Background: an optimization exercise with open tools, aiming at small area, a short achievable clock period and few clock cycles per item. Do not read the settings as production practice.
Function was checked by simulation only, so behaviour that the tests miss may differ from the original.
Power figures rest on the tool's default switching activity, not on a simulated workload.

## flow/constraint.sdc

```tcl
create_clock -name core_clock -period 10.0 [get_ports {aclk}]
set_input_delay 2.0000 -clock core_clock [delete_from_list [all_inputs] [get_ports {aclk}]]
set_output_delay 2.0000 -clock core_clock [all_outputs]
set_load 0.01 [all_outputs]
```

## flow/config.mk

```make
export PLATFORM = sky130hd
export DESIGN_NAME = maze_backtracker_step_core
export DESIGN_NICKNAME = maze_backtracker_step_core
export VERILOG_FILES = /design/flow/design.v
export SDC_FILE = /design/flow/constraint.sdc
export NUM_CORES = 4
export LEC_CHECK = 0
export CAP_MARGIN = 20
export CORE_MARGIN = 2
export CORE_UTILIZATION = 60
export PLACE_DENSITY = 0.7
export SLEW_MARGIN = 20
```

## flow/design.v

```verilog
`timescale 1ns / 1ps
`default_nettype none
package maze_bt_pkg;
    localparam int CFG_W  = 5;
    localparam int IDX_W  = 1;
    localparam int OP_W   = 2;
    localparam int KIND_W = 3;
    localparam int DIR_W  = 2;
    localparam int WALL_W = 4;
    localparam int POS_W  = 4;
    localparam int RND_W  = 16;
    localparam int IN_W   = 24;
    localparam int OUT_W  = 32;
    localparam int DEPTH_W = 9;
    typedef logic [IDX_W-1:0]  cfg_idx_t;
    typedef logic [OP_W-1:0]   opcode_t;
    typedef logic [KIND_W-1:0] kind_t;
    typedef logic [DIR_W-1:0]  dir_t;
    typedef logic [WALL_W-1:0] wall_t;
    localparam cfg_idx_t REG_COLS = 1'd0;
    localparam cfg_idx_t REG_ROWS = 1'd1;
    localparam opcode_t OP_STEP    = 2'd0;
    localparam opcode_t OP_RESTART = 2'd1;
    localparam opcode_t OP_READ    = 2'd2;
    localparam kind_t EV_CARVED    = 3'd0;
    localparam kind_t EV_BACKTRACK = 3'd1;
    localparam kind_t EV_COMPLETE  = 3'd2;
    localparam kind_t EV_RESTARTED = 3'd3;
    localparam kind_t EV_READOUT   = 3'd4;
    localparam dir_t DIR_LEFT  = 2'd0;
    localparam dir_t DIR_RIGHT = 2'd1;
    localparam dir_t DIR_UP    = 2'd2;
    localparam dir_t DIR_DOWN  = 2'd3;
    localparam wall_t WALLS_ALL = 4'hF;
    typedef enum logic [3:0] {
        ST_CLEAR,
        ST_IDLE,
        ST_READ,
        ST_ROW_HERE,
        ST_ROW_UP,
        ST_ROW_DOWN,
        ST_WALL_FAR,
        ST_POP,
        ST_EMIT
    } state_t;
    function automatic wall_t own_wall(input dir_t d);
        wall_t m;
        case (d)
            DIR_LEFT:  m = 4'b1000;
            DIR_RIGHT: m = 4'b0100;
            DIR_UP:    m = 4'b0001;
            DIR_DOWN:  m = 4'b0010;
            default:   m = 4'b0000;
        endcase
        own_wall = m;
    endfunction
    function automatic wall_t far_wall(input dir_t d);
        wall_t m;
        case (d)
            DIR_LEFT:  m = 4'b0100;
            DIR_RIGHT: m = 4'b1000;
            DIR_UP:    m = 4'b0010;
            DIR_DOWN:  m = 4'b0001;
            default:   m = 4'b0000;
        endcase
        far_wall = m;
    endfunction
    function automatic logic [1:0] mod3_u16(input logic [RND_W-1:0] v);
        logic [4:0] s;
        logic [2:0] t;
        logic [1:0] r;
        s = '0;
        for (int i = 0; i < RND_W / 2; i++) begin
            s = s + 5'(v[2*i +: 2]);
        end
        t = 3'(s[1:0]) + 3'(s[3:2]) + 3'(s[4]);
        if (t >= 3'd6) begin
            r = 2'(t - 3'd6);
        end else if (t >= 3'd3) begin
            r = 2'(t - 3'd3);
        end else begin
            r = 2'(t);
        end
        mod3_u16 = r;
    endfunction
endpackage
`default_nettype wire
`timescale 1ns / 1ps
`default_nettype none
module maze_backtracker_step_core #(
    parameter int GRID_COLS = 16,
    parameter int GRID_ROWS = 16
) (
    input  wire logic                          aclk,
    input  wire logic                          aresetn,
    input  wire logic                          cfg_valid,
    output logic                               cfg_ready,
    input  wire logic [0:0]                    cfg_index,
    input  wire logic [4:0]                    cfg_data,
    input  wire logic                          s_tvalid,
    output logic                               s_tready,
    input  wire logic [23:0]                   s_tdata,
    input  wire logic [1:0]                    s_tuser,
    output logic                               m_tvalid,
    input  wire logic                          m_tready,
    output logic [31:0]                        m_tdata,
    output logic [2:0]                         m_tuser
);
    wire  [2:0]  code [0:15][0:15];      
    logic [4:0]  ec, er;                 
    logic [9:0]  area_reg;
    logic        in_valid;
    logic [1:0]  in_op;
    logic [3:0]  in_rcol, in_rrow;
    logic [1:0]  in_rlo;
    logic [7:0]  in_rq;                  
    logic [15:0] ar, ac;                 
    logic [3:0]  win;                    
    logic [3:0]  ok;                     
    logic [3:0]  cx, cy;                 
    logic [1:0]  cpar;                   
    logic        fresh;                  
    logic        pend;                   
    logic [8:0]  sp, vcnt;
    logic [34:0] f0, f1;                 
    logic        f0v, f1v;
    logic done_now;                      
    logic cfg_blk;                       
    wire  done_p1  = ({1'b0, vcnt} + 10'd1 >= area_reg);
    wire  done_ge  = ({1'b0, vcnt} >= area_reg);
    assign cfg_ready = 1'b1;
    assign s_tready  = !(in_valid && f0v && f1v) && !cfg_blk;
    wire adv     = in_valid && !(f0v && f1v);
    wire is_rd   = in_op[1];
    wire is_rst  = (in_op == 2'd1);
    wire is_step = (in_op == 2'd0);
    logic [2:0] rowc [0:15];             
    logic [2:0] colc [0:15];             
    always_comb begin
        for (int i = 0; i < 16; i++) begin
            rowc[i] = 3'd0;
            colc[i] = 3'd0;
            for (int j = 0; j < 16; j++) begin
                rowc[i] = rowc[i] | ({3{ar[j]}} & code[j][i]);
                colc[i] = colc[i] | ({3{ac[j]}} & code[i][j]);
            end
        end
    end
    logic [2:0] sc, sl, sr, su, sd;      
    always_comb begin
        sc = 3'd0; sl = 3'd0; sr = 3'd0; su = 3'd0; sd = 3'd0;
        for (int i = 0; i < 16; i++) begin
            sc = sc | ({3{ac[i]}} & rowc[i]);
            if (i > 0)  sl = sl | ({3{ac[i]}} & rowc[i-1]);
            if (i < 15) sr = sr | ({3{ac[i]}} & rowc[i+1]);
            if (i > 0)  su = su | ({3{ar[i]}} & colc[i-1]);
            if (i < 15) sd = sd | ({3{ar[i]}} & colc[i+1]);
        end
    end
    logic [15:0] coll, colr;             
    always_comb begin
        for (int j = 0; j < 16; j++) begin
            coll[j] = 1'b0;
            colr[j] = 1'b0;
            for (int i = 0; i < 16; i++) begin
                if (i > 0)  coll[j] = coll[j] | (ac[i] & code[j][i-1][2]);
                if (i < 15) colr[j] = colr[j] | (ac[i] & code[j][i+1][2]);
            end
        end
    end
    logic fl2, fr2, fu2, fd2, ful, fur, fdl, fdr;
    always_comb begin
        fl2 = 1'b0; fr2 = 1'b0; fu2 = 1'b0; fd2 = 1'b0;
        ful = 1'b0; fur = 1'b0; fdl = 1'b0; fdr = 1'b0;
        for (int i = 0; i < 16; i++) begin
            if (i > 1)  fl2 = fl2 | (ac[i] & rowc[i-2][2]);
            if (i < 14) fr2 = fr2 | (ac[i] & rowc[i+2][2]);
            if (i > 1)  fu2 = fu2 | (ar[i] & colc[i-2][2]);
            if (i < 14) fd2 = fd2 | (ar[i] & colc[i+2][2]);
            if (i > 0)  ful = ful | (ar[i] & coll[i-1]);
            if (i > 0)  fur = fur | (ar[i] & colr[i-1]);
            if (i < 15) fdl = fdl | (ar[i] & coll[i+1]);
            if (i < 15) fdr = fdr | (ar[i] & colr[i+1]);
        end
    end
    wire [4:0] cx5 = {1'b0, cx};
    wire [4:0] cy5 = {1'b0, cy};
    function automatic logic [3:0] okf(input logic [4:0] x, input logic [4:0] y,
                                       input logic [4:0] ecv, input logic [4:0] erv);
        okf[0] = (x != 5'd0) && (x <= ecv) && (y < erv);
        okf[1] = (x + 5'd1 < ecv) && (y < erv) && (x != 5'd15);
        okf[2] = (y != 5'd0) && (y <= erv) && (x < ecv);
        okf[3] = (y + 5'd1 < erv) && (x < ecv) && (y != 5'd15);
    endfunction
    logic [3:0] cand;
    assign cand = ok & ~win;
    wire [1:0] in_rm3 = add3(add3(in_rq[1:0], in_rq[3:2]), add3(in_rq[5:4], in_rq[7:6]));
    logic [1:0] pick_dir;
    always_comb begin
        case (cand)
            4'b0011: pick_dir = in_rlo[0] ? 2'd1 : 2'd0;
            4'b0101: pick_dir = in_rlo[0] ? 2'd2 : 2'd0;
            4'b1001: pick_dir = in_rlo[0] ? 2'd3 : 2'd0;
            4'b0110: pick_dir = in_rlo[0] ? 2'd2 : 2'd1;
            4'b1010: pick_dir = in_rlo[0] ? 2'd3 : 2'd1;
            4'b1100: pick_dir = in_rlo[0] ? 2'd3 : 2'd2;
            4'b0111: pick_dir = (in_rm3 == 2'd0) ? 2'd0 : (in_rm3 == 2'd1) ? 2'd1 : 2'd2;
            4'b1011: pick_dir = (in_rm3 == 2'd0) ? 2'd0 : (in_rm3 == 2'd1) ? 2'd1 : 2'd3;
            4'b1101: pick_dir = (in_rm3 == 2'd0) ? 2'd0 : (in_rm3 == 2'd1) ? 2'd2 : 2'd3;
            4'b1110: pick_dir = (in_rm3 == 2'd0) ? 2'd1 : (in_rm3 == 2'd1) ? 2'd2 : 2'd3;
            4'b1111: pick_dir = in_rlo;
            4'b0010: pick_dir = 2'd1;
            4'b0100: pick_dir = 2'd2;
            4'b1000: pick_dir = 2'd3;
            default: pick_dir = 2'd0;
        endcase
    end
    wire carve = (cand != 4'd0);
    wire live  = adv && is_step && !done_now;
    wire pop   = !carve && (sp != 9'd0);
    wire move  = live && (carve || pop);
    wire [1:0] mdir = carve ? pick_dir : cpar;
    wire mv_l = move && (mdir == 2'd0);
    wire mv_r = move && (mdir == 2'd1);
    wire mv_u = move && (mdir == 2'd2);
    wire mv_d = move && (mdir == 2'd3);
    wire [3:0] nx = mv_l ? cx - 4'd1 : mv_r ? cx + 4'd1 : cx;
    wire [3:0] ny = mv_u ? cy - 4'd1 : mv_d ? cy + 4'd1 : cy;
    logic [1:0] ppar;
    always_comb begin
        case (cpar)
            2'd0:    ppar = sl[1:0];
            2'd1:    ppar = sr[1:0];
            2'd2:    ppar = su[1:0];
            default: ppar = sd[1:0];
        endcase
    end
    wire [4:0] dx = {1'b0, in_rcol} - cx5;
    wire [4:0] dy = {1'b0, in_rrow} - cy5;
    wire same_x = (dx == 5'd0);
    wire same_y = (dy == 5'd0);
    wire [2:0] pcode = {1'b1, cpar};
    logic [2:0] bc, bl, br, bu, bd;
    always_comb begin
        bc = (pend && same_x && same_y)     ? pcode : sc;
        bl = (pend && same_y && dx == 5'd1)  ? pcode : sl;    
        br = (pend && same_y && dx == 5'h1f) ? pcode : sr;    
        bu = (pend && same_x && dy == 5'd1)  ? pcode : su;    
        bd = (pend && same_x && dy == 5'h1f) ? pcode : sd;    
    end
    logic [3:0] walls;
    always_comb begin
        walls[0] = !((bc == 3'b110 && !ar[0]) || bu == 3'b111);
        walls[1] = !(bc == 3'b111 || bd == 3'b110);
        walls[2] = !(bc == 3'b101 || br == 3'b100);
        walls[3] = !(bc == 3'b100 || bl == 3'b101);
    end
    logic [2:0]  r_kind;
    logic [31:0] r_data;
    always_comb begin
        logic [3:0] tcol, trow;
        logic [1:0] rdir;
        logic [8:0] rsp;
        logic       rdone;
        logic [3:0] rwalls;
        tcol   = cx;
        trow   = cy;
        rdir   = 2'd0;
        rsp    = sp;
        rdone  = done_now;
        rwalls = 4'd0;
        if (is_rd) begin
            r_kind = 3'd4;
            rwalls = walls;
        end else if (is_rst) begin
            r_kind = 3'd3;
            tcol   = 4'd0;
            trow   = 4'd0;
            rsp    = 9'd0;
            rdone  = 1'b0;
        end else if (done_now) begin
            r_kind = 3'd2;
        end else begin
            r_kind = carve ? 3'd0 : 3'd1;
            tcol   = nx;
            trow   = ny;
            rdir   = carve ? pick_dir : 2'd0;
            rsp    = carve ? sp + 9'd1 : pop ? sp - 9'd1 : sp;
            rdone  = fresh ? done_p1 : done_now;
        end
        r_data = {rdone, rsp, rwalls, rdir, trow, tcol, cy, cx};
    end
    function automatic logic [15:0] dec16(input logic [3:0] v);
        dec16 = 16'd1 << v;
    endfunction
    wire       acc       = s_tvalid && s_tready;
    wire       next_rd   = acc ? s_tuser[1] : (in_valid && !adv && in_op[1]);
    wire [3:0] next_rcol = acc ? s_tdata[19:16] : in_rcol;
    wire [3:0] next_rrow = acc ? s_tdata[23:20] : in_rrow;
    logic [3:0] win_n, ok_n;
    always_comb begin
        if (adv && is_rst) begin
            win_n = 4'd0;
            ok_n  = okf(5'd0, 5'd0, ec, er);
        end else if (mv_l) begin
            win_n = {fdl, ful, 1'b1, fl2};
            ok_n  = okf(cx5 - 5'd1, cy5, ec, er);
        end else if (mv_r) begin
            win_n = {fdr, fur, fr2, 1'b1};
            ok_n  = okf(cx5 + 5'd1, cy5, ec, er);
        end else if (mv_u) begin
            win_n = {1'b1, fu2, fur, ful};
            ok_n  = okf(cx5, cy5 - 5'd1, ec, er);
        end else if (mv_d) begin
            win_n = {fd2, 1'b1, fdr, fdl};
            ok_n  = okf(cx5, cy5 + 5'd1, ec, er);
        end else begin
            win_n = win;
            ok_n  = okf(cx5, cy5, ec, er);
        end
    end
    logic [15:0] cur_ac, cur_ar;         
    always_comb begin
        if (adv && is_rst) begin
            cur_ac = 16'd1;
            cur_ar = 16'd1;
        end else if (live) begin
            cur_ac = mv_l ? {1'b0, ac[15:1]} : mv_r ? {ac[14:0], 1'b0} : ac;
            cur_ar = mv_u ? {1'b0, ar[15:1]} : mv_d ? {ar[14:0], 1'b0} : ar;
        end else begin
            cur_ac = dec16(cx);
            cur_ar = dec16(cy);
        end
    end
    function automatic logic [1:0] mod3_4(input logic [3:0] v);
        case (v)
            4'd0, 4'd3, 4'd6, 4'd9, 4'd12, 4'd15: mod3_4 = 2'd0;
            4'd1, 4'd4, 4'd7, 4'd10, 4'd13:        mod3_4 = 2'd1;
            default:                               mod3_4 = 2'd2;
        endcase
    endfunction
    function automatic logic [1:0] add3(input logic [1:0] a, input logic [1:0] b);
        case ({a, b})
            4'b0000, 4'b0110, 4'b1001: add3 = 2'd0;
            4'b0001, 4'b0100, 4'b1010: add3 = 2'd1;
            default:                   add3 = 2'd2;
        endcase
    endfunction
    function automatic logic [4:0] eff(input logic [4:0] v);
        eff = (v == 5'd0) ? 5'd1 : (v > 5'd16) ? 5'd16 : v;
    endfunction
    wire clr     = !aresetn || (adv && is_rst);
    wire pop_out = f0v && m_tready;
    always_ff @(posedge aclk) begin
        if (!aresetn) begin
            ec <= 5'd15;
            er <= 5'd15;
        end else if (cfg_valid) begin
            if (cfg_index == 1'b0) ec <= eff(cfg_data);
            else                   er <= eff(cfg_data);
        end
        area_reg <= 10'(ec * er);
        cfg_blk  <= aresetn && cfg_valid;
    end
    always_ff @(posedge aclk) begin
        if (!aresetn) begin
            in_valid <= 1'b0;
        end else if (acc) begin
            in_valid <= 1'b1;
        end else if (adv) begin
            in_valid <= 1'b0;
        end
    end
    always_ff @(posedge aclk) begin
        if (s_tready) begin
            in_op   <= s_tuser;
            in_rcol <= s_tdata[19:16];
            in_rrow <= s_tdata[23:20];
            in_rlo  <= s_tdata[1:0];
            for (int i = 0; i < 4; i++) in_rq[2*i +: 2] <= mod3_4(s_tdata[4*i +: 4]);
        end
    end
    always_ff @(posedge aclk) begin
        if (!aresetn) begin
            win <= 4'd0;
            ok  <= 4'd0;
        end else begin
            win <= win_n;
            ok  <= ok_n;
        end
    end
    always_ff @(posedge aclk) begin
        if (!aresetn) begin
            ac <= 16'd1;
            ar <= 16'd1;
        end else begin
            ac <= next_rd ? dec16(next_rcol) : cur_ac;
            ar <= next_rd ? dec16(next_rrow) : cur_ar;
        end
    end
    always_ff @(posedge aclk) begin
        if (clr) begin
            cx    <= 4'd0;
            cy    <= 4'd0;
            sp    <= 9'd0;
            vcnt  <= 9'd0;
            fresh <= 1'b1;
            pend  <= 1'b0;
            done_now <= 1'b0;
        end else begin
            pend <= 1'b0;
            done_now <= (live && fresh) ? done_p1 : done_ge;
            if (live) begin
                cx    <= nx;
                cy    <= ny;
                fresh <= carve;
                pend  <= carve;
                if (fresh) vcnt <= vcnt + 9'd1;
                if (carve) begin
                    sp   <= sp + 9'd1;
                    cpar <= pick_dir ^ 2'd1;
                end else if (pop) begin
                    sp   <= sp - 9'd1;
                    cpar <= ppar;
                end
            end
        end
    end
    logic [15:0] wr_row, wr_col;
    assign wr_row = pend ? dec16(cy) : 16'd0;
    assign wr_col = dec16(cx);
    for (genvar r = 0; r < 16; r++) begin : g_row
        for (genvar c = 0; c < 16; c++) begin : g_col
            if (r == 0 && c == 0) begin : g_root
                assign code[r][c] = 3'b110;
            end else begin : g_cell
                logic       u;
                logic [1:0] p;
                always_ff @(posedge aclk) begin
                    u <= clr || (u && !(wr_row[r] && wr_col[c]));
                end
                always_ff @(posedge aclk) begin
                    if (u) p <= cpar;
                end
                assign code[r][c] = {!u, p};
            end
        end
    end
    always_ff @(posedge aclk) begin
        if (!aresetn) begin
            f0v <= 1'b0;
            f1v <= 1'b0;
        end else begin
            if (pop_out) begin
                f0v <= f1v || adv;
                f1v <= f1v && adv;
            end else begin
                f0v <= f0v || adv;
                f1v <= f1v || (f0v && adv);
            end
        end
    end
    always_ff @(posedge aclk) begin
        if (pop_out || !f0v) begin
            f0 <= f1v ? f1 : {r_kind, r_data};
        end
        if ((pop_out ? f1v : f0v) && adv) begin
            f1 <= {r_kind, r_data};
        end
    end
    assign m_tvalid = f0v;
    assign m_tuser  = f0[34:32];
    assign m_tdata  = f0[31:0];
endmodule
`default_nettype wire
```

## flow/flow/run.sh

```bash
#!/bin/bash
set -euo pipefail
cd "$(dirname "$0")/.."
bash standard.sh SETUP_SLACK_MARGIN=6.5 finish > flow_standard.log 2>&1
```

## flow/standard.sh

```bash
#!/bin/bash
# synth_recipe.tcl (not shown) runs the flow's synth.tcl, then flattens the netlist and writes it again
# the make line also repeats each setting of config.mk as NAME=value (left out here)
make -C /OpenROAD-flow-scripts/flow DESIGN_CONFIG=/design/flow/config.mk WORK_HOME=/design/flow/orfs CLKGATE_MAP_FILE= SYNTH_SCRIPT=/design/flow/synth_recipe.tcl "${@:-finish}"
```

==> results.json, run 1 <==
{
  "status": "stopped before the end",
  "lastStage": "5_1_grt",
  "tool.error": "[ERROR GRT-0232] Routing congestion too high. Check the congestion heatmap in the GUI.",
  "pin_count": 75,
  "postSynthAreaPerCell_sq_um": 10.3,
  "pre_cts_ws_ps": 4570,
  "synthArstFlopShare": 0,
  "synth_edf_count": 602,
  "dp_cells": 5752,
  "yosysWarnings": 3,
  "grt_max_degree": 110,
  "syn_inst": 4844,
  "die_w_um": 292,
  "ys_seq_area_frac": 0.504,
  "synth_area_sq_mm": 0.0497,
  "cts-root-buf": "clkbuf_16",
  "ys_ff_latch": 950,
  "dpl-instance-area_sq_mm": 0.0516,
  "clock_path_buffers": 3,
  "place_congestion": 1.30,
  "ys.flop_type": "edfxtp_1",
  "rows": 105,
  "synthesis.nets": 5012,
  "overflow": 11,
  "ys_types": 85,
  "port_buffers": 73,
  "h-tree-depth": 3,
  "cts_made_buffers": 98,
  "start_util": 0.606,
  "hold_buffers": 0,
  "track_usage": 0.755,
  "dp_hpwl_um": 203000,
  "dieHeight_um": 292,
  "cts.sinks": 950
}
-- synth_stat cells, drive strengths merged, types with 57 or more instances --
library cell | count | area (sq um)
a22oi | 131 | 983
buf | 85 | 373
ha | 120 | 1500
nand2 | 460 | 1730
edfxtp | 602 | 18100
a21oi | 111 | 559
a22o | 245 | 2150
nand2b | 206 | 1290
o22ai | 222 | 1390
a2111oi | 79 | 699
clkbuf | 287 | 1080
nand4 | 62 | 388
nand3 | 85 | 425
nor2 | 149 | 559
o21ai | 350 | 1760
a221oi | 241 | 2120
and4 | 57 | 499
dfxtp | 348 | 6970
nor2b | 233 | 1460
inv | 163 | 612
-- power by group through the flow --
stage	sequential (mW)	combinational [mW]	clock (mW)
after floorplan	4.32	0.479	0
after global placement	4.35	0.759	0
after detailed placement	4.35	0.781	0
after CTS	4.27	0.937	3.94
-- cell families after synthesis --
| family | share of synthesized area |
|---|---|
| AO/OA/AOI/OAI | 0.251 |
| adder cells (fa/ha/maj) | 0.0347 |
| AND/OR/NAND/NOR | 0.152 |
| buffers and inverters | 0.0420 |
| other | 0.0000755 |
| multiplexers | 0.00743 |
| XOR/XNOR | 0.00829 |
| flip-flops | 0.504 |
-- how the worst max path moves through the flow --
stage | from | endpoint | cells past startpoint
3_5_place_dp | aresetn | g_row[0].g_col[2].g_cell.u | 7
4_1_cts | ac[6] | f0[18] | 12
3_3_place_gp | cx[2] | f0[18] | 11
2_1_floorplan | cpar[0] | f0[15] | 5
-- metal layers --
layer  global-route usage  overflow
met4                0.640         0
met3                0.644         0
met2                0.868         0
met1                0.798         0
met5                0.520        11
-- repair_timing --
item,4_1_cts
resized for setup,575
endpoints found under the setup margin,363
setup buffers,145
pin swaps,73
cloned,34
Testbench counts, summed over its fixed seeds: cycles 13,581, items 13,477.
==> inputs of run 2 (changes only) <==
--- a/flow/design.v
+++ b/flow/design.v
@@ -114,5 +114,9 @@
     logic [3:0]  in_rcol, in_rrow;
     logic [1:0]  in_rlo;
-    logic [7:0]  in_rq;                  
+    logic [1:0]  in_rm3;                 
+    logic        k_valid;                
+    logic [1:0]  k_op;
+    logic [3:0]  k_rcol, k_rrow;
+    logic [1:0]  k_rlo, k_rm3;
     logic [15:0] ar, ac;                 
     logic [3:0]  win;                    
@@ -122,14 +126,18 @@
     logic        fresh;                  
     logic        pend;                   
-    logic [8:0]  sp, vcnt;
-    logic [34:0] f0, f1;                 
-    logic        f0v, f1v;
+    logic [7:0]  sp;                     
+    logic [8:0]  vcnt;
+    logic [34:0] f0;                     
+    logic        f0v;
+    function automatic logic [15:0] dec16(input logic [3:0] v);
+        dec16 = 16'd1 << v;
+    endfunction
     logic done_now;                      
-    logic cfg_blk;                       
     wire  done_p1  = ({1'b0, vcnt} + 10'd1 >= area_reg);
     wire  done_ge  = ({1'b0, vcnt} >= area_reg);
     assign cfg_ready = 1'b1;
-    assign s_tready  = !(in_valid && f0v && f1v) && !cfg_blk;
-    wire adv     = in_valid && !(f0v && f1v);
+    logic s_rdy;                         
+    assign s_tready  = s_rdy;
+    wire adv     = in_valid && (!f0v || m_tready);
     wire is_rd   = in_op[1];
     wire is_rst  = (in_op == 2'd1);
@@ -186,14 +194,23 @@
     wire [4:0] cx5 = {1'b0, cx};
     wire [4:0] cy5 = {1'b0, cy};
-    function automatic logic [3:0] okf(input logic [4:0] x, input logic [4:0] y,
-                                       input logic [4:0] ecv, input logic [4:0] erv);
-        okf[0] = (x != 5'd0) && (x <= ecv) && (y < erv);
-        okf[1] = (x + 5'd1 < ecv) && (y < erv) && (x != 5'd15);
-        okf[2] = (y != 5'd0) && (y <= erv) && (x < ecv);
-        okf[3] = (y + 5'd1 < erv) && (x < ecv) && (y != 5'd15);
+    function automatic logic [19:0] therm(input logic [4:0] e);
+        therm = 20'd0;
+        for (int i = 0; i < 20; i++) therm[i] = (e == 5'd16) ? (i < 18) : (5'(i) < e + 5'd2);
     endfunction
+    wire [19:0] tx = therm(ec);
+    wire [19:0] ty = therm(er);
+    logic [4:0] gx, gy;
+    for (genvar k = 0; k < 5; k++) begin : g_ok
+        wire [15:0] txk = tx[k +: 16];
+        wire [15:0] tyk = ty[k +: 16];
+        assign gx[k] = txk[cx];
+        assign gy[k] = tyk[cy];
+    end
+    wire x0 = (cx == 4'd0);
+    wire y0 = (cy == 4'd0);
+    wire x1 = (cx == 4'd1);
+    wire y1 = (cy == 4'd1);
     logic [3:0] cand;
     assign cand = ok & ~win;
-    wire [1:0] in_rm3 = add3(add3(in_rq[1:0], in_rq[3:2]), add3(in_rq[5:4], in_rq[7:6]));
     logic [1:0] pick_dir;
     always_comb begin
@@ -218,5 +235,5 @@
     wire carve = (cand != 4'd0);
     wire live  = adv && is_step && !done_now;
-    wire pop   = !carve && (sp != 9'd0);
+    wire pop   = !carve && (sp != 8'd0);
     wire move  = live && (carve || pop);
     wire [1:0] mdir = carve ? pick_dir : cpar;
@@ -236,16 +253,20 @@
         endcase
     end
-    wire [4:0] dx = {1'b0, in_rcol} - cx5;
-    wire [4:0] dy = {1'b0, in_rrow} - cy5;
-    wire same_x = (dx == 5'd0);
-    wire same_y = (dy == 5'd0);
+    wire [15:0] cxo = dec16(cx);
+    wire [15:0] cyo = dec16(cy);
+    wire same_x = |(ac & cxo);
+    wire same_y = |(ar & cyo);
+    wire x_m1   = |(ac & {cxo[14:0], 1'b0});      
+    wire x_p1   = |(ac & {1'b0, cxo[15:1]});      
+    wire y_m1   = |(ar & {cyo[14:0], 1'b0});
+    wire y_p1   = |(ar & {1'b0, cyo[15:1]});
     wire [2:0] pcode = {1'b1, cpar};
     logic [2:0] bc, bl, br, bu, bd;
     always_comb begin
         bc = (pend && same_x && same_y)     ? pcode : sc;
-        bl = (pend && same_y && dx == 5'd1)  ? pcode : sl;    
-        br = (pend && same_y && dx == 5'h1f) ? pcode : sr;    
-        bu = (pend && same_x && dy == 5'd1)  ? pcode : su;    
-        bd = (pend && same_x && dy == 5'h1f) ? pcode : sd;    
+        bl = (pend && same_y && x_m1) ? pcode : sl;    
+        br = (pend && same_y && x_p1) ? pcode : sr;    
+        bu = (pend && same_x && y_m1) ? pcode : su;    
+        bd = (pend && same_x && y_p1) ? pcode : sd;    
     end
     logic [3:0] walls;
@@ -261,5 +282,5 @@
         logic [3:0] tcol, trow;
         logic [1:0] rdir;
-        logic [8:0] rsp;
+        logic [7:0] rsp;
         logic       rdone;
         logic [3:0] rwalls;
@@ -277,5 +298,5 @@
             tcol   = 4'd0;
             trow   = 4'd0;
-            rsp    = 9'd0;
+            rsp    = 8'd0;
             rdone  = 1'b0;
         end else if (done_now) begin
@@ -286,36 +307,34 @@
             trow   = ny;
             rdir   = carve ? pick_dir : 2'd0;
-            rsp    = carve ? sp + 9'd1 : pop ? sp - 9'd1 : sp;
+            rsp    = carve ? sp + 8'd1 : pop ? sp - 8'd1 : sp;
             rdone  = fresh ? done_p1 : done_now;
         end
-        r_data = {rdone, rsp, rwalls, rdir, trow, tcol, cy, cx};
+        r_data = {rdone, 1'b0, rsp, rwalls, rdir, trow, tcol, cy, cx};
     end
-    function automatic logic [15:0] dec16(input logic [3:0] v);
-        dec16 = 16'd1 << v;
-    endfunction
     wire       acc       = s_tvalid && s_tready;
-    wire       next_rd   = acc ? s_tuser[1] : (in_valid && !adv && in_op[1]);
-    wire [3:0] next_rcol = acc ? s_tdata[19:16] : in_rcol;
-    wire [3:0] next_rrow = acc ? s_tdata[23:20] : in_rrow;
+    wire       in_free   = !in_valid || adv;      
+    wire       next_rd   = in_free ? (k_valid ? k_op[1] : acc && s_tuser[1]) : in_op[1];
+    wire [3:0] next_rcol = in_free ? (k_valid ? k_rcol : s_tdata[19:16]) : in_rcol;
+    wire [3:0] next_rrow = in_free ? (k_valid ? k_rrow : s_tdata[23:20]) : in_rrow;
     logic [3:0] win_n, ok_n;
     always_comb begin
         if (adv && is_rst) begin
             win_n = 4'd0;
-            ok_n  = okf(5'd0, 5'd0, ec, er);
+            ok_n  = {er > 5'd1, 1'b0, ec > 5'd1, 1'b0};
         end else if (mv_l) begin
             win_n = {fdl, ful, 1'b1, fl2};
-            ok_n  = okf(cx5 - 5'd1, cy5, ec, er);
+            ok_n  = {gy[3] && gx[1], !y0 && gy[1] && gx[1], gx[2] && gy[2], !x1 && gx[0] && gy[2]};
         end else if (mv_r) begin
             win_n = {fdr, fur, fr2, 1'b1};
-            ok_n  = okf(cx5 + 5'd1, cy5, ec, er);
+            ok_n  = {gy[3] && gx[3], !y0 && gy[1] && gx[3], gx[4] && gy[2], gx[2] && gy[2]};
         end else if (mv_u) begin
             win_n = {1'b1, fu2, fur, ful};
-            ok_n  = okf(cx5, cy5 - 5'd1, ec, er);
+            ok_n  = {gy[2] && gx[2], !y1 && gy[0] && gx[2], gx[3] && gy[1], !x0 && gx[1] && gy[1]};
         end else if (mv_d) begin
             win_n = {fd2, 1'b1, fdr, fdl};
-            ok_n  = okf(cx5, cy5 + 5'd1, ec, er);
+            ok_n  = {gy[4] && gx[2], gy[2] && gx[2], gx[3] && gy[3], !x0 && gx[1] && gy[3]};
         end else begin
             win_n = win;
-            ok_n  = okf(cx5, cy5, ec, er);
+            ok_n  = {gy[3] && gx[2], !y0 && gy[1] && gx[2], gx[3] && gy[2], !x0 && gx[1] && gy[2]};
         end
     end
@@ -351,5 +370,5 @@
     endfunction
     wire clr     = !aresetn || (adv && is_rst);
-    wire pop_out = f0v && m_tready;
+    wire clr_map = !aresetn || (in_valid && is_rst);
     always_ff @(posedge aclk) begin
         if (!aresetn) begin
@@ -361,22 +380,43 @@
         end
         area_reg <= 10'(ec * er);
-        cfg_blk  <= aresetn && cfg_valid;
     end
+    wire [1:0] new_rm3 = add3(add3(mod3_4(s_tdata[3:0]), mod3_4(s_tdata[7:4])),
+                              add3(mod3_4(s_tdata[11:8]), mod3_4(s_tdata[15:12])));
+    wire       k_valid_n = in_free ? (k_valid && acc) : (k_valid || acc);
     always_ff @(posedge aclk) begin
         if (!aresetn) begin
             in_valid <= 1'b0;
-        end else if (acc) begin
-            in_valid <= 1'b1;
-        end else if (adv) begin
-            in_valid <= 1'b0;
+            k_valid  <= 1'b0;
+            f0v      <= 1'b0;
+            s_rdy    <= 1'b1;
+        end else begin
+            in_valid <= !in_free || k_valid || acc;
+            k_valid  <= k_valid_n;
+            f0v      <= adv || (f0v && !m_tready);
+            s_rdy    <= !k_valid_n && !cfg_valid;
         end
     end
     always_ff @(posedge aclk) begin
+        if (in_free) begin
+            if (k_valid) begin
+                in_op   <= k_op;
+                in_rcol <= k_rcol;
+                in_rrow <= k_rrow;
+                in_rlo  <= k_rlo;
+                in_rm3  <= k_rm3;
+            end else begin
+                in_op   <= s_tuser;
+                in_rcol <= s_tdata[19:16];
+                in_rrow <= s_tdata[23:20];
+                in_rlo  <= s_tdata[1:0];
+                in_rm3  <= new_rm3;
+            end
+        end
         if (s_tready) begin
-            in_op   <= s_tuser;
-            in_rcol <= s_tdata[19:16];
-            in_rrow <= s_tdata[23:20];
-            in_rlo  <= s_tdata[1:0];
-            for (int i = 0; i < 4; i++) in_rq[2*i +: 2] <= mod3_4(s_tdata[4*i +: 4]);
+            k_op   <= s_tuser;
+            k_rcol <= s_tdata[19:16];
+            k_rrow <= s_tdata[23:20];
+            k_rlo  <= s_tdata[1:0];
+            k_rm3  <= new_rm3;
         end
     end
@@ -403,5 +443,5 @@
             cx    <= 4'd0;
             cy    <= 4'd0;
-            sp    <= 9'd0;
+            sp    <= 8'd0;
             vcnt  <= 9'd0;
             fresh <= 1'b1;
@@ -418,8 +458,8 @@
                 if (fresh) vcnt <= vcnt + 9'd1;
                 if (carve) begin
-                    sp   <= sp + 9'd1;
+                    sp   <= sp + 8'd1;
                     cpar <= pick_dir ^ 2'd1;
                 end else if (pop) begin
-                    sp   <= sp - 9'd1;
+                    sp   <= sp - 8'd1;
                     cpar <= ppar;
                 end
@@ -438,5 +478,5 @@
                 logic [1:0] p;
                 always_ff @(posedge aclk) begin
-                    u <= clr || (u && !(wr_row[r] && wr_col[c]));
+                    u <= clr_map || (u && !(wr_row[r] && wr_col[c]));
                 end
                 always_ff @(posedge aclk) begin
@@ -448,23 +488,6 @@
     end
     always_ff @(posedge aclk) begin
-        if (!aresetn) begin
-            f0v <= 1'b0;
-            f1v <= 1'b0;
-        end else begin
-            if (pop_out) begin
-                f0v <= f1v || adv;
-                f1v <= f1v && adv;
-            end else begin
-                f0v <= f0v || adv;
-                f1v <= f1v || (f0v && adv);
-            end
-        end
-    end
-    always_ff @(posedge aclk) begin
-        if (pop_out || !f0v) begin
-            f0 <= f1v ? f1 : {r_kind, r_data};
-        end
-        if ((pop_out ? f1v : f0v) && adv) begin
-            f1 <= {r_kind, r_data};
+        if (adv) begin
+            f0 <= {r_kind, r_data};
         end
     end
--- a/flow/config.mk
+++ b/flow/config.mk
@@ -8,5 +8,6 @@
 export CAP_MARGIN = 20
 export CORE_MARGIN = 2
-export CORE_UTILIZATION = 60
-export PLACE_DENSITY = 0.7
+export CORE_UTILIZATION = 40
+export CTS_BUF_LIST = sky130_fd_sc_hd__clkbuf_8
+export PLACE_DENSITY = 0.55
 export SLEW_MARGIN = 20
==> run 2 against run 1 <==
Against the previous run: area after synthesis down 1.5%; now clean on timing, DRC and antenna; synthesized cell count up 1.4%.
==> results.json, run 2 <==
{
  "status": "no timing/DRC/antenna violations",
  "crit_path_end_kind": "flip-flop",
  "routed_wl_um": 325000,
  "antenna_found_initial": 36,
  "setup.worst_path.start": "g_row[0].g_col[4].g_cell.p[0]",
  "crit_path_top_delay_cell": "edfxtp_1",
  "top_register": "g_row.g_col.g_cell.p",
  "wl_per_cell_um": 47.3,
  "overflow": 0,
  "setup_ws_ps": 6270,
  "ant_nets": 0,
  "hold_path_class": "reg2reg",
  "fmax_mhz": 268,
  "rsz0062_at_grt": "yes",
  "cp_top_family": "simple AND/OR/NAND/NOR gates",
  "clock_latency_ps": 1010,
  "first_pass_iters": 15,
  "critPathKind": "reg2reg",
  "ys_ff_latch": 921,
  "reg2reg_from": "g_row[0].g_col[4].g_cell.p[0]",
  "worstPathArrival_ps": 4430,
  "crit_path_max_incr_delay_ps": 730,
  "tns_ps": 0,
  "pin_count": 75,
  "ys_seq_area_frac": 0.493,
  "synthArstFlopShare": 0,
  "drive_gt1_frac": 0.188,
  "critPathLaunchType": "flip-flop",
  "r2r_cells": 8,
  "coreArea_sq_mm": 0.122,
  "final_cell_mix": "edfxtp_1 (566), nand2_1 (447), o21ai_0 (401)",
  "nets": 5175,
  "drc": 0,
  "die_area_sq_mm": 0.125,
  "crit_chain": "a22o_1, a221oi_1, and4_1, o22ai_1, nor4_2, nand2_2, mux4_2, mux2_2",
  "critPathBufInv": 0,
  "fin_skew_ps": 78.8,
  "grt_max_degree": 189,
  "hold_buffers": 0,
  "clk_pin_slew_ps": 60,
  "ir_drop_mv": 0.145,
  "power_mw": 9.53,
  "final_util": 0.491,
  "vias": 52900,
  "cts.sinks": 921,
  "drv_slew": 0,
  "drv_cap": 0,
  "pwr_density_cell_mw_per_mm2": 160,
  "synth_area_leaders": "edfxtp_1 (35%), dfxtp_1 (15%), o21ai_0 (4.5%), a221oi_1 (4.4%), a22o_1 (4.3%)",
  "area_growth_pct": 22.1,
  "postSynthAreaPerCell_sq_um": 9.96,
  "cts-root-buf": "clkbuf_8",
  "yosys.cell_count.top_type": "edfxtp_1",
  "dp_hpwl_um": 217000,
  "mostFrequentLayoutCell": "edfxtp_1",
  "finalCriticalPeriod_ps": 3730,
  "post-synth-top-area-cell": "edfxtp_1",
  "reg.largest.list": "g_row.g_col.g_cell.p x510, g_row.g_col.g_cell.u x255, f0 x34",
  "dp_cells": 6336,
  "grt_pass1_vias": 45800,
  "yosysWarnings": 3,
  "synthesis.nets": 5036,
  "r2r_slack_ps": 6270,
  "cp_data_required_time_ps": 10700,
  "min_path_cells": 2,
  "fill_cells": 11200,
  "port_buffers": 72,
  "rr_endpoint": "cpar[0]",
  "synth_edf_count": 566,
  "yosys.area.top_type_share": 0.347,
  "ys.flop_type": "edfxtp_1",
  "start_util": 0.402,
  "largest_reg_flops": 510,
  "cts_tree": "yes",
  "drt_iter0_drc": 12400,
  "viasPerCell": 7.71,
  "critPathMaxFanout": 3,
  "synthTopCellsByCount": "edfxtp_1 (566), nand2_1 (466), o21ai_0 (435)",
  "h-tree-depth": 4,
  "worst_slew_pin_slew_ps": 1300,
  "finalSetupViolCount": 0,
  "clock_path_buffers": 3,
  "track_usage": 0.493,
  "hold_viol": 0,
  "syn_inst": 4911,
  "min_to": "in_rcol[0]",
  "die_w_um": 354,
  "cts_made_buffers": 164,
  "dpl-instance-area_sq_mm": 0.0514,
  "final_area_sq_mm": 0.0597,
  "relSlewSlack": 0.131,
  "pre_cts_ws_ps": 4670,
  "rows": 128,
  "whs_ps": 513,
  "synth_area_sq_mm": 0.0489,
  "post-route-period-util": 0.373,
  "place_congestion": 1.24,
  "dieHeight_um": 354,
  "grt_pass1_wl_um": 420000,
  "power.leakage_nw": 21.4,
  "hold_start": "in_rcol[0]",
  "ys_types": 88,
  "final_cell_count_no_fill": 6860
}
[run 2: layer usage]
| metal | up-vias | wire length [um] | GRT usage |
|---|---|---|---|
| li1 | 19500 | - | - |
| met1 | 25600 | 114000 | 0.602 |
| met2 | 6030 | 118000 | 0.630 |
| met3 | 1743 | 61600 | 0.309 |
| met4 | 44 | 30500 | 0.315 |
| met5 | - | 1360 | 0.0623 |
[run 2: cell type report]
type                    instances  area, sq um  share of cell area
well taps                    1625         2030              0.0340
flip-flops and latches        921        24200               0.405
multi-input cells            3414        24700               0.413
clock buffers                 192         2640              0.0442
diodes                         44          110             0.00184
clock inverters               115          987              0.0165
inverters                     162          634              0.0106
repair buffers                387         4440              0.0743
[run 2: worst reg2reg max path, delay by kind of cell, from the launching register on]
kind	cells	cell delay, ps
muxes	2	840
DFF	1	730
and+or+nand+nor	3	1050
AOI/OAI and AO/OA	3	820
[run 2: power by group]
part,leakage (nW),internal [mW],switching [mW]
logic,10.5,0.482,0.870
clock network,2.04,2.13,1.88
registers,8.86,4.08,0.103
total,21.4,6.68,2.85
[run 2: what timing repair did]
item                       in CTS  in global routing
setup buffers                  80                 62
setup endpoints to repair     181                108
pin swaps                      48                 42
gates cloned                   18                 12
resized for setup             616                180
[run 2: worst max path at each step]
stage	end	slack, ps	depth (start not counted)
2_1_floorplan	f0[15]	4590	6
3_3_place_gp	ar[14]	4700	8
3_5_place_dp	ar[11]	4670	8
4_1_cts	m_tdata[9]	6410	1
5_1_grt	f0[19]	6370	11
6_report	cpar[0]	6270	8
[run 2: kinds of logic after synthesis]
logic type                 count (synthesis)  share of synthesized area
and+or+nand+nor                         1460                      0.158
muxes                                     60                     0.0137
adders and majority gates                 88                     0.0239
AOI/OAI and AO/OA                       1761                      0.258
DFF                                      921                      0.493
xor gates and xnor gates                  39                    0.00698
other                                      2                   0.000154
buffers and inverters                    580                     0.0468
Testbench counts of run 2, summed over its fixed seeds: cycles 13,581, items 13,477.
==> inputs of run 3 (changes only) <==
--- a/flow/design.v
+++ b/flow/design.v
@@ -135,5 +135,5 @@
     logic done_now;                      
     wire  done_p1  = ({1'b0, vcnt} + 10'd1 >= area_reg);
-    wire  done_ge  = ({1'b0, vcnt} >= area_reg);
+    wire  done_ge  = (vcnt != 9'd0) && ({1'b0, vcnt} >= area_reg);    
     assign cfg_ready = 1'b1;
     logic s_rdy;                         
@@ -200,11 +200,8 @@
     wire [19:0] tx = therm(ec);
     wire [19:0] ty = therm(er);
-    logic [4:0] gx, gy;
-    for (genvar k = 0; k < 5; k++) begin : g_ok
-        wire [15:0] txk = tx[k +: 16];
-        wire [15:0] tyk = ty[k +: 16];
-        assign gx[k] = txk[cx];
-        assign gy[k] = tyk[cy];
-    end
+    wire [15:0] tx0 = tx[15:0], tx1 = tx[16:1], tx2 = tx[17:2], tx3 = tx[18:3], tx4 = tx[19:4];
+    wire [15:0] ty0 = ty[15:0], ty1 = ty[16:1], ty2 = ty[17:2], ty3 = ty[18:3], ty4 = ty[19:4];
+    wire [4:0]  gx = {tx4[cx], tx3[cx], tx2[cx], tx1[cx], tx0[cx]};
+    wire [4:0]  gy = {ty4[cy], ty3[cy], ty2[cy], ty1[cy], ty0[cy]};
     wire x0 = (cx == 4'd0);
     wire y0 = (cy == 4'd0);
--- a/flow/config.mk
+++ b/flow/config.mk
@@ -7,4 +7,6 @@
 export LEC_CHECK = 0
 export CAP_MARGIN = 20
+export CELL_PAD_IN_SITES_DETAIL_PLACEMENT = 1
+export CELL_PAD_IN_SITES_GLOBAL_PLACEMENT = 1
 export CORE_MARGIN = 2
 export CORE_UTILIZATION = 40
==> run 3 against run 2 <==
Against the previous run: critical endpoint is now win[0]; die area rose by 0.52%; clock skew fell by 34 ps; worst setup slack got worse by 63 ps; the layout now fails its checks (max-capacitance violations, max-slew violations); fmax fell by 1.7%; critical path type unchanged; clock-buffer cell count rose by 8.
==> results.json, run 3 <==
{
  "h-tree-depth": 4,
  "overflow": 0,
  "vias": 54000,
  "crit_path_end_kind": "flip-flop",
  "port_buffers": 72,
  "final_util": 0.486,
  "post-route-period-util": 0.379,
  "fin_skew_ps": 44.5,
  "relSlewSlack": -0.00890,
  "worstPathArrival_ps": 4640,
  "nets": 5253,
  "drive_gt1_frac": 0.181,
  "reg.largest.list": "g_row.g_col.g_cell.p x510, g_row.g_col.g_cell.u x255, f0 x34",
  "hold_path_class": "reg2reg",
  "routed_wl_um": 342000,
  "pwr_density_cell_mw_per_mm2": 160,
  "setup_ws_ps": 6210,
  "final_cell_mix": "edfxtp_1 (566), nand2_1 (435), o21ai_0 (399)",
  "rows": 128,
  "hold_buffers": 0,
  "die_w_um": 355,
  "synth-adder-area-share": 0.0242,
  "yosys.area.top_type_share": 0.346,
  "critPathMaxFanout": 20,
  "hold_start": "g_row[1].g_col[8].g_cell.u",
  "synth_compound_area_frac": 0.263,
  "drv_slew": 12,
  "synth_top_family_by_area": "compound AO/OA/AOI/OAI gates",
  "yosys.cell_count.top_type": "edfxtp_1",
  "synth_area_leaders": "edfxtp_1 (35%), dfxtp_1 (14%), o21ai_0 (4.7%), a22oi_1 (3.5%), a221oi_1 (3.4%)",
  "critPathKind": "reg2reg",
  "clock_latency_ps": 960,
  "setup.worst_path.start": "ac[4]",
  "reg2reg_from": "ac[4]",
  "drc": 0,
  "so_faults": "max-capacitance violations, max-slew violations",
  "viasPerCell": 7.79,
  "ys_seq_area_frac": 0.490,
  "cts-root-buf": "clkbuf_8",
  "dp_hpwl_um": 236000,
  "synthArstFlopShare": 0,
  "place_congestion": 1.19,
  "synth-xor-area-share": 0.00763,
  "synth-simple-area-share": 0.159,
  "finalCriticalPeriod_ps": 3790,
  "top_register": "g_row.g_col.g_cell.p",
  "synth_area_sq_mm": 0.0492,
  "ys.flop_type": "edfxtp_1",
  "largest_reg_flops": 510,
  "pre_cts_ws_ps": 3460,
  "rsz0062_at_grt": "yes",
  "power.leakage_nw": 21.0,
  "mostFrequentLayoutCell": "edfxtp_1",
  "fill_cells": 13200,
  "die_area_sq_mm": 0.126,
  "track_usage": 0.519,
  "critPathLaunchType": "flip-flop",
  "synth_edf_count": 566,
  "ys_ff_latch": 921,
  "clock_path_buffers": 3,
  "postSynthAreaPerCell_sq_um": 9.83,
  "drv_cap": 1,
  "ys_types": 90,
  "cp_data_required_time_ps": 10840,
  "tns_ps": 0,
  "dieHeight_um": 355,
  "coreArea_sq_mm": 0.122,
  "hold_viol": 0,
  "fmax_mhz": 264,
  "ir_drop_mv": 0.139,
  "antenna_found_initial": 55,
  "first_pass_iters": 12,
  "cts.sinks": 921,
  "synthesis.nets": 5128,
  "cts_made_buffers": 166,
  "grt_pass1_vias": 48700,
  "synthTopCellsByCount": "edfxtp_1 (566), o21ai_0 (464), nand2_1 (448)",
  "cts_tree": "yes",
  "wl_per_cell_um": 49.3,
  "grt_max_degree": 184,
  "status": "failed layout checks",
  "post-synth-top-area-cell": "edfxtp_1",
  "finalSetupViolCount": 0,
  "area_growth_pct": 20.3,
  "ant_nets": 0,
  "start_util": 0.403,
  "pin_count": 75,
  "worst_slew_pin_slew_ps": 1510,
  "drt_iter0_drc": 11500,
  "clk_pin_slew_ps": 60,
  "synth_mux_area_frac": 0.00934,
  "yosysWarnings": 3,
  "syn_inst": 5002,
  "grt_pass1_wl_um": 444000
}
==> run 3: cell count changes after synthesis, sizes merged, moves of 21 or more <==
cell,change
a21oi,+21
a221oi,-55
a22o,-57
a22oi,+119
and4,-29
nand2b,+74
nand3,+45
nor2,+22
nor2b,-47
o21ai,+37
==> run 3: final timing paths <==
kind,endpoint,slack (ps),cells past startpoint
worst max-delay path,win[0],6210,12
worst min-delay path,g_row[1].g_col[8].g_cell.u,460,2
worst max register to register,win[0],6210,12
worst min register to register,g_row[1].g_col[8].g_cell.u,460,2
==> run 3: per-layer routing <==
layer  wire, um  vias up  track usage
met3      59800     1594        0.278
met2     128000     5754        0.683
li1           -    19700            -
met4      30200       54        0.330
met1     123000    26900        0.653
met5        516        -       0.0128
==> run 3: power breakdown <==
| part | internal, mW | switching [mW] |
|---|---|---|
| logic | 0.455 | 0.927 |
| clock network | 2.08 | 1.83 |
| registers | 4.08 | 0.113 |
| total | 6.62 | 2.87 |
==> run 3: layout make-up <==
class	count	area, sq um	area share
Antenna cell	33	82.6	0.00140
Tap cell	1625	2030	0.0344
Timing Repair Buffer	371	3620	0.0612
Clock inverter	112	790	0.0133
Inverter	157	658	0.0111
Multi-Input combinational cell	3509	25000	0.422
Sequential cell	921	24200	0.410
Timing Repair inverter	1	5.00	0.0000846
Clock buffer	200	2750	0.0465
==> run 3: critical path: stages (launching register included) <==
cell       delay (ps)
dfxtp_2           340
inv_2             310
buf_6             310
buf_6             350
o22a_1            210
o221ai_1          100
nor3_1            750
o2111ai_1         400
nor4_1            290
buf_4             220
nand2_1           100
a21oi_1           180
o21ai_1            90
==> run 3: through the flow <==
stage | instances | power, mW | instance area (sq um) | hold slack, ps
after floorplan | 5002 | 4.90 | 49500 | 406
after global placement | 6441 | 5.38 | 51900 | 452
after detailed placement | 6443 | 5.40 | 51900 | 456
after CTS | 6828 | 9.30 | 57700 | 467
after global routing | 6903 | 9.65 | 59100 | 492
final | 6929 | 9.49 | 59200 | 465
==> run 3: cells by family after synthesis <==
family | Yosys count
flip-flops | 921
adder cells (fa/ha/maj) | 90
other | 2
buffers and inverters | 579
XOR/XNOR | 42
multiplexers | 43
AND/OR/NAND/NOR | 1500
AO/OA/AOI/OAI | 1825
==> run 3: timing repair <==
action | 4_1_cts | 5_1_grt
endpoints found under the setup margin | 132 | 151
buffers inserted | 66 | 56
gates resized for setup | 562 | 174
pin swaps | 43 | 44
hold endpoints to repair | 0 | 0
cloned | 7 | 12
Testbench counts of run 3, summed over its fixed seeds: cycles 13,581, items 13,477.
==> inputs of run 4 (changes only) <==
--- a/flow/config.mk
+++ b/flow/config.mk
@@ -6,5 +6,5 @@
 export NUM_CORES = 4
 export LEC_CHECK = 0
-export CAP_MARGIN = 20
+export CAP_MARGIN = 30
 export CELL_PAD_IN_SITES_DETAIL_PLACEMENT = 1
 export CELL_PAD_IN_SITES_GLOBAL_PLACEMENT = 1
@@ -13,3 +13,3 @@
 export CTS_BUF_LIST = sky130_fd_sc_hd__clkbuf_8
 export PLACE_DENSITY = 0.55
-export SLEW_MARGIN = 20
+export SLEW_MARGIN = 30
==> run 4 against run 3 <==
Against the previous run: now clean on timing, DRC and antenna; synthesized cell count did not move; combinational power barely moved; cell count barely moved; critical path depth fell by 1; clock power rose by 1%; clock skew fell by 2.4 ps; area after synthesis did not move; wire length fell by 0.41%; register-to-register slack barely moved; clock-buffer cell count fell by 11; sequential cell count did not move; worst setup slack got worse by 5.4 ps.
==> results.json, run 4 <==
{
  "hold_buffers": 0,
  "clock_latency_ps": 960,
  "drv_slew": 0,
  "synth_area_leaders": "edfxtp_1 (35%), dfxtp_1 (14%), o21ai_0 (4.7%), a22oi_1 (3.5%), a221oi_1 (3.4%)",
  "met1_length_um": 122000,
  "final_cell_count_no_fill": 6925,
  "drv_cap": 0,
  "post-synth-top-area-cell": "edfxtp_1",
  "fin_skew_ps": 42.0,
  "drc": 0,
  "mostFrequentLayoutCell": "edfxtp_1",
  "ys_ff_latch": 921,
  "rows": 128,
  "wl_per_cell_um": 49.1,
  "r2r_cells": 11,
  "cpMostUsedCell": "buf_12",
  "synth_edf_count": 566,
  "die_area_sq_mm": 0.126,
  "ant_nets": 0,
  "start_util": 0.403,
  "setup.worst_path.start": "ar[5]",
  "largest_reg_flops": 510,
  "postSynthAreaPerCell_sq_um": 9.83,
  "die_w_um": 355,
  "critPathBufInv": 2,
  "clock_path_buffers": 3,
  "grt_pass1_wl_um": 445000,
  "dp_hpwl_um": 236000,
  "first_pass_iters": 10,
  "crit_path_max_incr_delay_ps": 690,
  "dieHeight_um": 355,
  "dr_wl_met2_um": 128000,
  "cts.sinks": 921,
  "finalCriticalPeriod_ps": 3800,
  "port_buffers": 72,
  "status": "no timing/DRC/antenna violations",
  "place_congestion": 1.19,
  "synthesis.nets": 5128,
  "coreArea_sq_mm": 0.122,
  "critPathKind": "reg2reg",
  "tns_ps": 0,
  "drt_iter0_drc": 11100,
  "nets": 5250,
  "clk_pin_slew_ps": 60,
  "min_path_cells": 2,
  "h-tree-depth": 4,
  "ys.flop_type": "edfxtp_1",
  "synthArstFlopShare": 0,
  "crit_chain": "buf_12, buf_12, a22oi_2, nand4_1, nor3_2, o22a_1, o221ai_1, nor4_4, o21ai_2, nor3b_2, a211oi_2",
  "final_cell_mix": "edfxtp_1 (566), nand2_1 (437), o21ai_0 (404)",
  "finalSetupViolCount": 0,
  "setup_ws_ps": 6200,
  "pre_cts_ws_ps": 3460,
  "dp_cells": 6452,
  "cts-root-buf": "clkbuf_8",
  "wl_met3_um": 59700,
  "hold_path_class": "reg2reg",
  "top_register": "g_row.g_col.g_cell.p",
  "fmax_mhz": 263,
  "relSlewSlack": 0.281,
  "pin_count": 75,
  "post-route-period-util": 0.380,
  "ys_seq_area_frac": 0.490,
  "grt_pass1_vias": 48700,
  "synth_area_sq_mm": 0.0492,
  "ir_drop_mv": 0.145,
  "critPathMaxFanout": 34,
  "cp_top_family": "simple AND/OR/NAND/NOR gates",
  "antenna_found_initial": 64,
  "cp_data_required_time_ps": 10740,
  "cp.depth": 11,
  "crit_path_end_kind": "flip-flop",
  "reg.largest.list": "g_row.g_col.g_cell.p x510, g_row.g_col.g_cell.u x255, f0 x34",
  "power_mw": 9.52,
  "hold_viol": 0,
  "worstPathArrival_ps": 4530,
  "crit_path_top_delay_cell": "nor4_4",
  "yosys.area.top_type_share": 0.346,
  "rsz0062_at_grt": "yes",
  "area_growth_pct": 19.9,
  "routed_wl_um": 340000,
  "synthTopCellsByCount": "edfxtp_1 (566), o21ai_0 (464), nand2_1 (448)",
  "worst_slew_pin_slew_ps": 1080,
  "reg2reg_from": "ar[5]",
  "yosysWarnings": 3,
  "yosys.cell_count.top_type": "edfxtp_1",
  "overflow": 0,
  "ys_types": 90,
  "viasPerCell": 7.74,
  "power.leakage_nw": 20.9,
  "hold_start": "g_row[1].g_col[8].g_cell.u",
  "grt_max_degree": 184,
  "maxUsedRoutingLayer": "met5",
  "vias": 53600,
  "critPathLaunchType": "flip-flop",
  "fill_cells": 13300,
  "cts_tree": "yes",
  "syn_inst": 5002,
  "drive_gt1_frac": 0.180,
  "cts_made_buffers": 169,
  "track_usage": 0.519,
  "pwr_density_cell_mw_per_mm2": 161
}
run 4: cell count changes in the layout (fill, tap and decap cells not counted), sizes merged:
| cell | delta |
|---|---|
| buf | -2 |
| bufinv | +2 |
| clkbuf | -14 |
| clkinv | +23 |
| clkinvlp | +4 |
| diode | -4 |
| inv | -12 |
| nand2 | +1 |
| nand2b | -1 |
| nand3 | -1 |
run 4: area by class of cell:
cell class	instances	area [sq um]	area share
diodes	29	72.6	0.00123
repair inverters	1	5.00	0.0000849
multi-input cells	3508	24900	0.422
clock buffers	189	2600	0.0441
clock inverters	129	953	0.0162
well taps	1625	2030	0.0345
flip-flops and latches	921	24200	0.411
inverters	157	658	0.0112
repair buffers	366	3520	0.0597
run 4: logic make-up after synthesis:
group	count (synthesis)	synth area share
mux	43	0.00934
xor+xnor	42	0.00763
other cells	2	0.000153
compound gates	1825	0.263
buf+inv	579	0.0460
simple gates	1500	0.159
flops	921	0.490
fa+ha+maj	90	0.0242
run 4: worst paths after layout:
kind | end | slack, ps
setup / recovery | f0[18] | 6200
hold / removal | g_row[1].g_col[8].g_cell.u | 470
setup reg to reg | f0[18] | 6200
hold reg to reg | g_row[1].g_col[8].g_cell.u | 470
run 4: metal layers:
layer / vias up / global-route usage
met5: - / 0.00415
met4: 62 / 0.330
met3: 1541 / 0.281
met2: 5495 / 0.682
met1: 26800 / 0.653
li1: 19700 / -
run 4: timing repair:
action	CTS	global route
setup buffers	62	48
setup endpoints to repair	124	142
gates cloned	7	8
pin swaps	42	41
resized for setup	561	131
run 4: report_power, final:
part / switching [mW] / internal [mW] / leakage [nW]
sequential: 0.112 / 4.08 / 8.85
combinational: 0.924 / 0.452 / 10.0
clock: 1.88 / 2.07 / 2.00
run 4: per-stage QoR:
step	utilization	hold slack (ps)	instance area, sq um
2_1_floorplan	-	406	49500
4_1_cts	0.474	469	57700
6_report	0.484	468	58900
3_5_place_dp	0.427	458	52000
5_1_grt	0.483	489	58900
3_3_place_gp	0.426	452	51900
run 4: worst reg2reg max path: cells and delay by family (launching register included):
family / cells / cell delay, ps
DFF: 1 / 410
and+or+nand+nor: 4 / 1430
AOI/OAI and AO/OA: 5 / 1270
buffers and inverters: 2 / 470
==> inputs of run 5 (changes only) <==
--- a/flow/config.mk
+++ b/flow/config.mk
@@ -7,6 +7,4 @@
 export LEC_CHECK = 0
 export CAP_MARGIN = 30
-export CELL_PAD_IN_SITES_DETAIL_PLACEMENT = 1
-export CELL_PAD_IN_SITES_GLOBAL_PLACEMENT = 1
 export CORE_MARGIN = 2
 export CORE_UTILIZATION = 40
==> run 5 against run 4 <==
Against the previous run: via count is 2.1% higher; critical endpoint is now win[0]; clock skew is 13 ps higher; largest cell class unchanged; the layout now fails its checks (max-capacitance violations, max-slew violations); power is 1.8% lower; largest power group unchanged.
==> results.json, run 5 <==
{
  "reg2reg_from": "ac[10]",
  "clock_path_buffers": 3,
  "ys.flop_type": "edfxtp_1",
  "synthTopCellsByCount": "edfxtp_1 (566), o21ai_0 (464), nand2_1 (448)",
  "multi_input_area_sq_mm": 0.0248,
  "dp_hpwl_um": 239000,
  "finalCriticalPeriod_ps": 3810,
  "die_area_sq_mm": 0.126,
  "finalSetupViolCount": 0,
  "register_area_sq_mm": 0.0242,
  "pin_count": 75,
  "crit_chain": "clkinvlp_4, buf_12, buf_4, o22ai_1, or4_1, o21ai_1, nand4_1, nor2_2, nand3_1, a21oi_2, o21ai_1",
  "postSynthAreaPerCell_sq_um": 9.83,
  "synth_area_leaders": "edfxtp_1 (35%), dfxtp_1 (14%), o21ai_0 (4.7%), a22oi_1 (3.5%), a221oi_1 (3.4%)",
  "pwr_density_cell_mw_per_mm2": 157,
  "cpMostUsedCell": "o21ai_1",
  "critPathLaunchType": "flip-flop",
  "cp_top_family": "simple AND/OR/NAND/NOR gates",
  "routed_wl_um": 351000,
  "worst_slew_pin_slew_ps": 1520,
  "so_faults": "max-capacitance violations, max-slew violations",
  "largest_reg_flops": 510,
  "ant_nets": 0,
  "viasPerCell": 7.82,
  "drc": 0,
  "cts_tree": "yes",
  "gr-usage-met2": 0.685,
  "nets": 5296,
  "area_growth_pct": 20.7,
  "endpoint": "win[0]",
  "drive_gt1_frac": 0.186,
  "port_buffers": 72,
  "clk_pin_slew_ps": 60,
  "fmax_mhz": 262,
  "synthArstFlopShare": 0,
  "drv_slew": 12,
  "final_cell_mix": "edfxtp_1 (566), nand2_1 (435), o21ai_0 (418)",
  "ys_types": 90,
  "final_util": 0.487,
  "critPathKind": "reg2reg",
  "grt_pass1_wl_um": 447000,
  "hold_viol": 0,
  "rsz0062_at_grt": "yes",
  "drv_cap": 1,
  "crit_path_end_kind": "flip-flop",
  "cts_made_buffers": 165,
  "rr_endpoint": "win[0]",
  "grt_pass1_vias": 46800,
  "reg.largest.list": "g_row.g_col.g_cell.p x510, g_row.g_col.g_cell.u x255, f0 x34",
  "track_usage": 0.529,
  "use_met1": 0.647,
  "post-synth-top-area-cell": "edfxtp_1",
  "cp_data_required_time_ps": 10840,
  "synthesis.nets": 5128,
  "wl_per_cell_um": 50.1,
  "setup.worst_path.start": "ac[10]",
  "cp.depth": 11,
  "grtUsageMet3": 0.318,
  "dp_cells": 6469,
  "cts-root-buf": "clkbuf_8",
  "ir_drop_mv": 0.144,
  "place_congestion": 1.13,
  "status": "failed layout checks",
  "cts.sinks": 921,
  "drt_iter0_drc": 11200,
  "whs_ps": 467,
  "yosysWarnings": 3,
  "post-route-period-util": 0.381,
  "power_mw": 9.34,
  "worstPathArrival_ps": 4650,
  "synth_edf_count": 566,
  "yosys.area.top_type_share": 0.346,
  "start_util": 0.403,
  "hold_path_class": "reg2reg",
  "setup_ws_ps": 6190,
  "vias": 54700,
  "rows": 128,
  "h-tree-depth": 4,
  "die_w_um": 355,
  "fin_skew_ps": 54.9,
  "final_cell_count_no_fill": 6997,
  "crit_path_max_incr_delay_ps": 760,
  "top_register": "g_row.g_col.g_cell.p",
  "dpl-instance-area_sq_mm": 0.0522,
  "coreArea_sq_mm": 0.122,
  "critPathMaxFanout": 5,
  "r2r_cells": 11,
  "r2r_slack_ps": 6190,
  "pre_cts_ws_ps": 3640,
  "clock_latency_ps": 960,
  "relSlewSlack": -0.0165,
  "overflow": 0,
  "top_usage_layer": "met2",
  "power.leakage_nw": 21.1,
  "mostFrequentLayoutCell": "edfxtp_1",
  "first_pass_iters": 14,
  "critPathBufInv": 3,
  "ys_seq_area_frac": 0.490,
  "tns_ps": 0,
  "final_area_sq_mm": 0.0594,
  "yosys.cell_count.top_type": "edfxtp_1",
  "synth_area_sq_mm": 0.0492,
  "fill_cells": 11400,
  "antenna_found_initial": 71,
  "crit_path_top_delay_cell": "o21ai_1",
  "grt_max_degree": 171,
  "dieHeight_um": 355,
  "hold_buffers": 0,
  "syn_inst": 5002,
  "ys_ff_latch": 921
}
==> run 5: cell counts after synthesis <==
Identical to the previous run, type by type.
==> run 5: where the power goes <==
| group | switching [mW] | leakage (nW) | internal [mW] |
|---|---|---|---|
| combinational | 0.957 | 10.3 | 0.462 |
| sequential | 0.105 | 8.85 | 4.08 |
| clock | 1.80 | 1.92 | 1.93 |
==> run 5: per-layer routing <==
metal	wire length [um]	up-vias
met5	638	-
met4	33400	66
met3	64200	1890
met2	128000	6123
met1	124000	26800
li1	-	19800
==> run 5: final cells by class <==
class | count | area share
antenna | 62 | 0.00261
clock buffer | 193 | 0.0447
clock inverter | 114 | 0.0120
inverter | 157 | 0.0116
multi-input combinational | 3510 | 0.418
sequential | 921 | 0.408
tap | 1625 | 0.0342
timing repair buffer | 413 | 0.0688
timing repair inverter | 2 | 0.000232
==> run 5: tightest hold or removal path: stages (launching register included) <==
cell	delay, ps
dfxtp_1	310
o21ai_0	70
nand2_1	50
==> run 5: cells by family after synthesis <==
kind of cell / Yosys count / synth area share
AND/OR/NAND/NOR: 1500 / 0.159
XOR/XNOR: 42 / 0.00763
multiplexers: 43 / 0.00934
adder cells (fa/ha/maj): 90 / 0.0242
buffers and inverters: 579 / 0.0460
flip-flops: 921 / 0.490
AO/OA/AOI/OAI: 1825 / 0.263
other: 2 / 0.000153
==> run 5: worst min path at each step <==
stage                                start                     endpoint  slack (ps)  cells after the start
4_1_cts        g_row[12].g_col[8].g_cell.u  g_row[12].g_col[8].g_cell.u         470                      2
2_1_floorplan                        cy[3]                        f0[7]         410                      0
6_report       g_row[12].g_col[8].g_cell.u  g_row[12].g_col[8].g_cell.u         470                      2
5_1_grt        g_row[12].g_col[8].g_cell.u  g_row[12].g_col[8].g_cell.u         520                      2
3_5_place_dp   g_row[12].g_col[8].g_cell.u  g_row[12].g_col[8].g_cell.u         460                      2
3_3_place_gp   g_row[11].g_col[3].g_cell.u  g_row[11].g_col[3].g_cell.u         450                      2
==> run 5: what timing repair did <==
action                     CTS  global route
gates resized for setup    501           191
setup endpoints to repair  135           142
setup buffers               63            73
gates cloned                10            12
pin swaps                   42            44

==> static timing again, ports no longer ideal <==
How much do the figures lean on ideal ports? The routed layouts below were timed once more, with nothing changed but the port constraints.
Step 1 assumes that a clkbuf_16 drives the clock port and a buf_2 every other input.
Step 2 moves the port delays by t, midway between the first and last clock arrival at a register: inputs arrive t later, outputs are due t later. That takes back most of the time a late clock gives input paths.
Three values: no drivers, after step 1, after step 2; two values: the first two.
| run | shift t [ns] | slack for setup (ns) | worst setup path at the end | pins driven straight from the clock port |
|---|---|---|---|---|
| run 2 | 1.038 | 6.271 / 6.271 / 5.531 | input to register | 1 |
| run 3 | 1.024 | 6.208 / 6.208 / 5.460 | input to register | 1 |
| run 4 | 1.018 | 6.203 / 6.203 / 5.502 | input to register | 1 |
| run 5 | 1.025 | 6.185 / 6.185 / 5.387 | input to register | 1 |
For run 5, which loses most, drivers alone change the setup slack by 0.000 ns; drivers and shift together by -0.798 ns.
